This is an optimization exercise on Yosys and OpenROAD, whose aim is small area, not a production implementation.
RTL that was checked went through simulation tests only; none was proved equivalent to the original.

==> tundra: inputs <==
// repl_policy_array
module repl_policy_array #(
    parameter int ASSOC      = 8,
    parameter int INDEX_SIZE = 7,
    parameter int POLICY     = 0
) (
    input  logic                     clk,
    input  logic                     rst_n,
    input  logic                     init_req,
    output logic                     ready,
    input  logic                     lkp_valid,
    input  logic [INDEX_SIZE-1:0]    lkp_index,
    input  logic [ASSOC-1:0]         lkp_valid_mask,
    output logic                     vic_valid,
    output logic [$clog2(ASSOC)-1:0] vic_way,
    input  logic                     upd_valid,
    input  logic [1:0]               upd_op,
    input  logic [INDEX_SIZE-1:0]    upd_index,
    input  logic [$clog2(ASSOC)-1:0] upd_way
);
==> module repl_policy_array, before the edit <==
module repl_policy_array #(
    parameter int ASSOC      = 8,
    parameter int INDEX_SIZE = 7,
    parameter int POLICY     = 0
) (
    input  logic                     clk,
    input  logic                     rst_n,
    input  logic                     init_req,
    output logic                     ready,
    input  logic                     lkp_valid,
    input  logic [INDEX_SIZE-1:0]    lkp_index,
    input  logic [ASSOC-1:0]         lkp_valid_mask,
    output logic                     vic_valid,
    output logic [$clog2(ASSOC)-1:0] vic_way,
    input  logic                     upd_valid,
    input  logic [1:0]               upd_op,
    input  logic [INDEX_SIZE-1:0]    upd_index,
    input  logic [$clog2(ASSOC)-1:0] upd_way
);
    localparam int SETS = 128;
    localparam logic [15:0] INIT_CODE = 16'hfadf;
    function automatic logic [15:0] update(input logic [15:0] c, input logic demote,
                                           input logic [2:0] w);
        logic [2:0]  db [0:7];
        logic [7:0]  oh [0:7];
        logic [7:0]  noh [1:7];
        logic [8:0]  t;
        logic [7:0]  lt, gt, fa, fah;
        logic        found, eq;
        logic [2:0]  nd [1:7];
        logic [3:0]  pk;
        db[7] = c[15:13];
        db[6] = c[12:10];
        db[5] = c[9:7];
        if (c[4:3] == 2'b11) begin
            db[4] = 3'd4;
            db[2] = {1'b0, c[6:5]};
        end else begin
            db[4] = {1'b0, c[6:5]};
            db[2] = {1'b0, c[4:3]};
        end
        db[3] = {1'b0, c[2:1]};
        db[1] = {2'b0, c[0]};
        db[0] = 3'd0;
        for (int k = 0; k < 8; k++)
            for (int j = 0; j < 8; j++) oh[k][j] = (db[k] == 3'(j));
        for (int j = 0; j < 9; j++) t[j] = (j < 8) && (w > 3'(j));
        found = 1'b0;
        for (int k = 7; k >= 0; k = k - 1) begin
            lt[k] = 1'b0;
            eq    = 1'b0;
            for (int j = 0; j < 8; j++) begin
                if (oh[k][j] && t[j]) lt[k] = 1'b1;
                if (oh[k][j] && !t[j] && (j == 0 || t[j-1])) eq = 1'b1;
            end
            gt[k]  = !lt[k] && !eq;
            fa[k]  = found;
            found  = found | eq;
            fah[k] = found;
            if (lt[k]) for (int j = 0; j < 8; j++) t[j] = t[j+1];
        end
        for (int k = 1; k < 8; k++) begin
            noh[k] = oh[k];
            if (!demote) begin
                if (fah[k]) noh[k] = lt[k-1] ? oh[k-1] : {oh[k-1][6:0], 1'b0};
            end else begin
                if (k == 7) begin
                    for (int j = 0; j < 8; j++) noh[k][j] = (w == 3'(j));
                end else if (!fa[k]) begin
                    noh[k] = gt[k+1] ? {1'b0, oh[k+1][7:1]} : oh[k+1];
                end
            end
            nd[k][0] = noh[k][1] | noh[k][3] | noh[k][5] | noh[k][7];
            nd[k][1] = noh[k][2] | noh[k][3] | noh[k][6] | noh[k][7];
            nd[k][2] = noh[k][4] | noh[k][5] | noh[k][6] | noh[k][7];
        end
        pk = noh[4][4] ? {nd[2][1:0], 2'b11} : {nd[4][1:0], nd[2][1:0]};
        update = {nd[7], nd[6], nd[5], pk, nd[3][1:0], nd[1][0]};
    endfunction
    function automatic logic [2:0] first_invalid(input logic [7:0] mask);
        logic [2:0] v;
        v = '0;
        for (int i = 7; i >= 0; i = i - 1) begin
            if (!mask[i]) v = 3'(i);
        end
        first_invalid = v;
    endfunction
    function automatic logic [2:0] lru_after(input logic [15:0] c, input logic demote,
                                             input logic [2:0] w);
        logic [2:0] l, d6;
        l  = c[15:13];
        d6 = c[12:10];
        if (demote)      lru_after = w;
        else if (w == l) lru_after = (d6 >= l) ? d6 + 3'd1 : d6;
        else             lru_after = l;
    endfunction
    logic [7:0] cnt_q;
    logic       lkp_acc, upd_acc;
    assign ready   = cnt_q[7];
    assign lkp_acc = ready && lkp_valid;
    assign upd_acc = ready && upd_valid && (upd_op == 2'b01 || upd_op == 2'b10);
    always_ff @(posedge clk or negedge rst_n) begin
        if (!rst_n) begin
            cnt_q     <= '0;
            vic_valid <= 1'b0;
        end else begin
            if (init_req)       cnt_q <= '0;
            else if (!cnt_q[7]) cnt_q <= cnt_q + 1'b1;
            vic_valid <= lkp_acc;
        end
    end
    logic        u_v_q, u_dem_q;
    logic [6:0]  u_idx_q;
    logic [2:0]  u_way_q;
    logic [6:0]  l_idx_q;
    logic        l_inv_q;
    logic [2:0]  l_fi_q;
    always_ff @(posedge clk) begin
        u_v_q   <= upd_acc;
        u_dem_q <= upd_op[1];
        u_idx_q <= upd_index;
        u_way_q <= upd_way;
        l_idx_q <= lkp_index;
        l_inv_q <= !(&lkp_valid_mask);
        l_fi_q  <= first_invalid(lkp_valid_mask);
    end
    logic [15:0]  st_q [SETS];
    logic         sweep, we;
    logic [6:0]   waddr;
    logic [15:0]  wdata;
    logic [SETS-1:0] sel;
    logic [15:0]  upd_cur, upd_next;
    logic [2:0]   lkp_lru;
    assign sweep = !ready && cnt_q[6];
    assign we    = sweep || u_v_q;
    assign waddr = sweep ? cnt_q[6:0] : u_idx_q;
    assign wdata = sweep ? INIT_CODE : upd_next;
    always_comb begin
        for (int i = 0; i < SETS; i++)
            sel[i] = we && (waddr[5:0] == 6'(i)) && (sweep || waddr[6] == i[6]);
        upd_cur = '0;
        for (int i = 0; i < SETS; i++) upd_cur = upd_cur | ({16{sel[i]}} & st_q[i]);
        upd_next = update(upd_cur, u_dem_q, u_way_q);
        lkp_lru  = (u_v_q && u_idx_q == l_idx_q) ? lru_after(upd_cur, u_dem_q, u_way_q)
                                                 : st_q[l_idx_q][15:13];
        vic_way  = l_inv_q ? l_fi_q : lkp_lru;
    end
    always_ff @(posedge clk) begin
        for (int i = 0; i < SETS; i++)
            if (sel[i]) st_q[i] <= wdata;
    end
endmodule
clock: 8.0 ns
lec_check: 0
cap_margin: 20
core_margin: 2
core_utilization: 45
place_density: 0.6
slew_margin: 20
run.sh (not shown) runs the stock make flow with config.mk's settings and CLKGATE_MAP_FILE= SYNTH_SCRIPT=/design/flow/synth_recipe.tcl, a recipe that flattens the netlist after the stock synthesis.
==> inputs of harbor, as changes to tundra <==
--- a/flow/design.v
+++ b/flow/design.v
@@ -111,5 +111,7 @@
     end
-    logic        u_v_q, u_dem_q;
-    logic [6:0]  u_idx_q;
-    logic [2:0]  u_way_q;
+    logic [15:0] st_q [SETS];
+    logic        s1_v, s1_dem;
+    logic [6:0]  s1_idx;
+    logic [2:0]  s1_way;
+    logic [15:0] s1_code, s1_next;
     logic [6:0]  l_idx_q;
@@ -117,7 +119,22 @@
     logic [2:0]  l_fi_q;
+    logic [15:0] rd_code, code_in;
+    logic [2:0]  lkp_lru;
+    always_comb begin
+        rd_code = '0;
+        for (int i = 0; i < SETS; i++)
+            rd_code = rd_code | ({16{upd_index == 7'(i)}} & st_q[i]);
+        code_in = (s1_v && s1_idx == upd_index) ? s1_next : rd_code;
+        s1_next = update(s1_code, s1_dem, s1_way);
+        lkp_lru = '0;
+        for (int i = 0; i < SETS; i++)
+            lkp_lru = lkp_lru | ({3{l_idx_q == 7'(i)}} & st_q[i][15:13]);
+        if (s1_v && s1_idx == l_idx_q) lkp_lru = lru_after(s1_code, s1_dem, s1_way);
+        vic_way = l_inv_q ? l_fi_q : lkp_lru;
+    end
     always_ff @(posedge clk) begin
-        u_v_q   <= upd_acc;
-        u_dem_q <= upd_op[1];
-        u_idx_q <= upd_index;
-        u_way_q <= upd_way;
+        s1_v    <= upd_acc;
+        s1_dem  <= upd_op[1];
+        s1_idx  <= upd_index;
+        s1_way  <= upd_way;
+        s1_code <= code_in;
         l_idx_q <= lkp_index;
@@ -126,26 +143,7 @@
     end
-    logic [15:0]  st_q [SETS];
-    logic         sweep, we;
-    logic [6:0]   waddr;
-    logic [15:0]  wdata;
-    logic [SETS-1:0] sel;
-    logic [15:0]  upd_cur, upd_next;
-    logic [2:0]   lkp_lru;
-    assign sweep = !ready && cnt_q[6];
-    assign we    = sweep || u_v_q;
-    assign waddr = sweep ? cnt_q[6:0] : u_idx_q;
-    assign wdata = sweep ? INIT_CODE : upd_next;
-    always_comb begin
-        for (int i = 0; i < SETS; i++)
-            sel[i] = we && (waddr[5:0] == 6'(i)) && (sweep || waddr[6] == i[6]);
-        upd_cur = '0;
-        for (int i = 0; i < SETS; i++) upd_cur = upd_cur | ({16{sel[i]}} & st_q[i]);
-        upd_next = update(upd_cur, u_dem_q, u_way_q);
-        lkp_lru  = (u_v_q && u_idx_q == l_idx_q) ? lru_after(upd_cur, u_dem_q, u_way_q)
-                                                 : st_q[l_idx_q][15:13];
-        vic_way  = l_inv_q ? l_fi_q : lkp_lru;
-    end
     always_ff @(posedge clk) begin
-        for (int i = 0; i < SETS; i++)
-            if (sel[i]) st_q[i] <= wdata;
+        if (!ready)
+            st_q[cnt_q[6:0]] <= INIT_CODE;
+        else if (s1_v)
+            st_q[s1_idx] <= s1_next;
     end
Settings changed: CORE_UTILIZATION 45 to 65, CTS_CLUSTER_DIAMETER from default to 100, CTS_CLUSTER_SIZE from default to 30, PLACE_DENSITY 0.6 to 0.8.
==> comparison table <==
| item | tundra | harbor |
|---|---|---|
| Syn Std Cell Area | 0.0832 mm^2 | 0.0815 mm^2 |
| Distinct cell type count of the synthesized netlist | 117 | 100 |
| Count of standard-cell rows | 157 | 129 |
| Standard cell area after detailed placement | 0.101 mm^2 | 0.0873 mm^2 |
| DP HPWL | 324 mm | 296 mm |
| Count of placed standard cells including taps | 8754 | 6870 |
| Number of cells upsized or downsized after cts | 186 | 0 |
| XOR/XNOR share of the synthesized area | 0.00210 | 0.00290 |
| Mean instance size in the synthesized netlist | 16.4 um^2 | 16.2 um^2 |
| Register area share after synthesis | 0.747 | 0.767 |
| Number of clock sinks | 2080 | 2096 |
| Global placer's final weighted congestion | 1.14 | 1.24 |
| Starting density of the core | 0.454 | 0.657 |
| Depth of the CTS H-tree | 4 | 3 |
| Status | finished with violations | aborted with a tool error |
| Last stage reached | - | global routing (5_1_grt) |
| Violated checks | negative setup slack | - |
| CTS Buf Count | 211 | 82 |
| Multiplexer area fraction after synthesis | 0.00707 | 0.00298 |
Function not checked in tundra: the RTL went through the layout flow alone.

what the ideal ports hide:
How much do the figures lean on ideal ports? The routed layout below was timed once more, with nothing changed but the port constraints.
Step 1 (the two cells are an assumption about what drives the block):
set clk [get_ports {clk}]
set_driving_cell -lib_cell sky130_fd_sc_hd__clkbuf_16 $clk
set_driving_cell -lib_cell sky130_fd_sc_hd__buf_2 [delete_from_list [all_inputs] $clk]
Step 2 adds t to the input delays and takes it off the output delays; t is the mean of the earliest and latest rising clock arrival at the registers after step 1. Input paths then give back, and output paths get back, about the clock's delay inside the block.
Slacks: ideal / step 1 / step 2; pairs: ideal / step 1.
run: tundra
shift t [ns]: 1.018
slack for setup (ns): -0.637 / -0.637 / -0.637
worst setup path at the end: register to register
The setup slack of tundra moves by 0.000 ns with the drivers and by 0.000 ns with both steps.
